Source: an optimization exercise on an open RTL-to-GDS flow (aim: small area). Production flows keep margins and buffers that such runs may drop.
The RTL was checked by simulation tests, not by an equivalence proof against the original design.
No activity file was given, so power comes from the tool's default toggle rates.

build 57:
## prog_instruction_memory
module prog_instruction_memory
#(
    parameter int DATA_W = prog_instruction_memory_pkg::IMEM_DATA_W,
    parameter int DEPTH  = prog_instruction_memory_pkg::IMEM_DEPTH,
    parameter int ADDR_W = prog_instruction_memory_pkg::IMEM_ADDR_W
) (
    input  wire logic                  clk,
    input  wire logic                  rst_n,
    input  wire logic                  load_start,
    input  wire logic                  load_valid,
    input  wire logic [DATA_W-1:0]     load_data,
    input  wire logic                  load_last,
    output logic                       load_ready,
    output logic                       load_done,
    input  wire logic                  fetch_req,
    input  wire logic [ADDR_W-1:0]     fetch_addr,
    output logic                       fetch_valid,
    output logic      [DATA_W-1:0]     instruction,
    output logic                       fetch_err,
    output logic                       busy,
    output logic      [$clog2(DEPTH):0] word_count
);
    localparam int WORD_AW = $clog2(DEPTH);
    localparam logic [1:0] S_CLEAR = 2'b00;
    localparam logic [1:0] S_LOAD  = 2'b01;
  ...
clock: 5.0 ns
lec_check: 0
cap_margin: 20
core_margin: 2
core_utilization: 50
cts_buf_list: sky130_fd_sc_hd__clkbuf_16
cts_cluster_diameter: 60
cts_cluster_size: 30
slew_margin: 20
synth_hierarchical: 1
synth_minimum_keep_size: 0
standard.sh (not shown) runs the stock make flow with config.mk's settings and CLKGATE_MAP_FILE= SYNTH_SCRIPT=/design/flow/synth_recipe.tcl, a recipe that flattens the netlist after the stock synthesis.
==> flow/flow/run.sh <==
#!/bin/bash
# Own layout flow: the standard ORFS flow (standard.sh), with two
# changes to how the layout is made:
#  - clock tree synthesis without dummy loads, clkbuf_16 sink clusters of
#    up to 30 flip-flops within 60 um;
#  - port buffers of the smallest buffer cell (repair_design resizes or
#    buffers them where a port needs more drive).
# The full make/tool output goes to standard.log in the work folder; ORFS
# keeps each step's own log under orfs/logs/.
set -euo pipefail
CTS="-sink_clustering_enable -repair_clock_nets -dont_use_dummy_load"
CTS+=" -sink_clustering_size 30 -sink_clustering_max_diameter 60"
CTS+=" -buf_list sky130_fd_sc_hd__clkbuf_16"
bash standard.sh "CTS_ARGS=$CTS" \
    "BUFFER_PORTS_ARGS=-buffer_cell sky130_fd_sc_hd__buf_1" \
    finish > standard.log 2>&1
Build 57 finished all stages; the layout is clean.
The following lists how build 92 was set up differently from build 57:
# build 57
export LEC_CHECK = 0
export CAP_MARGIN = 20
export CORE_MARGIN = 2
export CORE_UTILIZATION = 50
export CTS_BUF_LIST = sky130_fd_sc_hd__clkbuf_16
export CTS_CLUSTER_DIAMETER = 60
export CTS_CLUSTER_SIZE = 30
export SLEW_MARGIN = 20
export SYNTH_HIERARCHICAL = 1
export SYNTH_MINIMUM_KEEP_SIZE = 0
create_clock -name core_clock -period 5.0 [get_ports {clk}]
# build 92
export LEC_CHECK = 0
export CAP_MARGIN = 10
export CORE_MARGIN = 2
export CORE_UTILIZATION = 40
export CTS_BUF_LIST = sky130_fd_sc_hd__clkbuf_16
export CTS_CLUSTER_DIAMETER = 60
export CTS_CLUSTER_SIZE = 30
export SLEW_MARGIN = 10
export SYNTH_HIERARCHICAL = 1
export SYNTH_MINIMUM_KEEP_SIZE = 0
create_clock -name core_clock -period 5.0 [get_ports {clk}]
==> flow/run.sh (new file) <==
#!/bin/bash
# synth_recipe.tcl (not shown) runs the flow's synth.tcl, then flattens the netlist and writes it again
# the make line also repeats each setting of config.mk as NAME=value (left out here)
make -C /OpenROAD-flow-scripts/flow DESIGN_CONFIG=/design/flow/config.mk WORK_HOME=/design/flow/orfs CLKGATE_MAP_FILE= SYNTH_SCRIPT=/design/flow/synth_recipe.tcl finish
removed: flow/flow/run.sh
removed: flow/standard.sh
Notes after the runs:
Launch point of the critical path: fetch_addr[4] -> build 92, fetch_addr[7] -> build 57. The hold slack of build 92 was superior to that of build 57. Delta (build 92 minus build 57): wire length of the first global-routing pass climbed 11 mm, half-perimeter wire length after detailed placement climbed 6.0 mm, combinational power climbed about 3%, cell internal power dissipation climbed 0.0013 W. Build 92 finished every stage; the final checks, however, were not passed, the failures being slew limit.
Inputs modified between build 92 and build 60:
==> flow/flow/run.sh (new file) <==
#!/bin/bash
# Own layout flow: the standard ORFS flow (standard.sh), with three
# changes to how the layout is made:
#  - clock tree synthesis without dummy loads, clkbuf_16 sink clusters of
#    up to 30 flip-flops within 60 um;
#  - port buffers of the smallest buffer cell (repair_design resizes them
#    where a port needs more drive);
#  - power recovery after global routing, which downsizes gates that have
#    slack to spare.
# The full make/tool output goes to standard.log in the work folder; ORFS
# keeps each step's own log under orfs/logs/.
set -euo pipefail
CTS="-sink_clustering_enable -repair_clock_nets -dont_use_dummy_load"
CTS+=" -sink_clustering_size 30 -sink_clustering_max_diameter 60"
CTS+=" -buf_list sky130_fd_sc_hd__clkbuf_16"
bash standard.sh "CTS_ARGS=$CTS" \
    "BUFFER_PORTS_ARGS=-buffer_cell sky130_fd_sc_hd__buf_1" \
    RECOVER_POWER=100 \
    finish > standard.log 2>&1
==> flow/standard.sh (new file) <==
#!/bin/bash
# synth_recipe.tcl (not shown) runs the flow's synth.tcl, then flattens the netlist and writes it again
# the make line also repeats each setting of config.mk as NAME=value (left out here)
make -C /OpenROAD-flow-scripts/flow DESIGN_CONFIG=/design/flow/config.mk WORK_HOME=/design/flow/orfs CLKGATE_MAP_FILE= SYNTH_SCRIPT=/design/flow/synth_recipe.tcl "${@:-finish}"
removed: flow/run.sh
Build 60 completed end to end; final checks failed (capacitance limit, slew limit). Comparing build 92 and build 60, the lower total routed wire length on the met1 layer was measured on build 92. Between build 60 and build 92, the total wire length after detailed routing does not differ in any meaningful way. Sequential fraction of design power sits higher in build 60 than in build 92.
#### Input delta (build 72 over build 60)
# build 60
export LEC_CHECK = 0
export CAP_MARGIN = 10
export CORE_MARGIN = 2
export CORE_UTILIZATION = 40
export CTS_BUF_LIST = sky130_fd_sc_hd__clkbuf_16
export CTS_CLUSTER_DIAMETER = 60
export CTS_CLUSTER_SIZE = 30
export SLEW_MARGIN = 10
export SYNTH_HIERARCHICAL = 1
export SYNTH_MINIMUM_KEEP_SIZE = 0
create_clock -name core_clock -period 5.0 [get_ports {clk}]
# build 72
export LEC_CHECK = 0
export CAP_MARGIN = 20
export CORE_MARGIN = 2
export CORE_UTILIZATION = 40
export SLEW_MARGIN = 20
export SYNTH_HIERARCHICAL = 1
export SYNTH_MINIMUM_KEEP_SIZE = 0
create_clock -name core_clock -period 5.0 [get_ports {clk}]
==> flow/run.sh (new file) <==
#!/bin/bash
# synth_recipe.tcl (not shown) runs the flow's synth.tcl, then flattens the netlist and writes it again
# the make line also repeats each setting of config.mk as NAME=value (left out here)
make -C /OpenROAD-flow-scripts/flow DESIGN_CONFIG=/design/flow/config.mk WORK_HOME=/design/flow/orfs CLKGATE_MAP_FILE= SYNTH_SCRIPT=/design/flow/synth_recipe.tcl finish
removed: flow/flow/run.sh
removed: flow/standard.sh
Results
Number of global-route vias before repair ends up lower on build 60.
The estimated power of build 72 ends up higher than the estimate for build 60.
Count of plain and timing-repair buffers grows by more than 10% when moving from build 60 to build 72.
Among build 72 and build 60, a clean, completed layout was produced by build 72 alone.
In build 60 the implementation completed, yet the final layout does not meet the checks, the culprit being capacitance limit, slew limit.
Re combinational group share of total power: build 72 is 1.6 points down on build 60.
Build 72 against build 60: wire length now sits higher; first-pass detailed-route iteration total now sits lower.
Compared to build 60, build 72 shows a wider setup margin.
Compared with build 60, build 72 shows a critical path depth that is 1 higher.
Cmp build 72 and build 60 / clock network power share / higher: build 72
Post-route cell area | build 72 above build 60

static timing again, ports no longer ideal:
Ports are ideal in the flow. The routed layouts listed here were re-timed in OpenROAD. Step 1 assumes that a clkbuf_16 drives the clock port and a buf_2 every other input. Step 2 times the ports against the registers' clock, not the clock port: input delays grow and output delays shrink by t, the midpoint of the rising clock arrivals with the driver on. Three values: ideal, step 1, step 2; two values: the first two.
run	t, ns	slack for setup (ns)	worst setup path at the end	cell pins on the clock port's net
build 57	0.852	0.679 / 0.735 / -0.117	input to register	1
build 92	0.910	0.248 / 0.280 / -0.630	input to register	1
build 60	0.885	0.347 / 0.411 / -0.471	input to register	1
build 72	0.966	0.520 / 0.539 / -0.427	input to register	1
For build 72, which loses most, drivers alone change the setup slack by +0.019 ns; drivers and shift together by -0.947 ns.
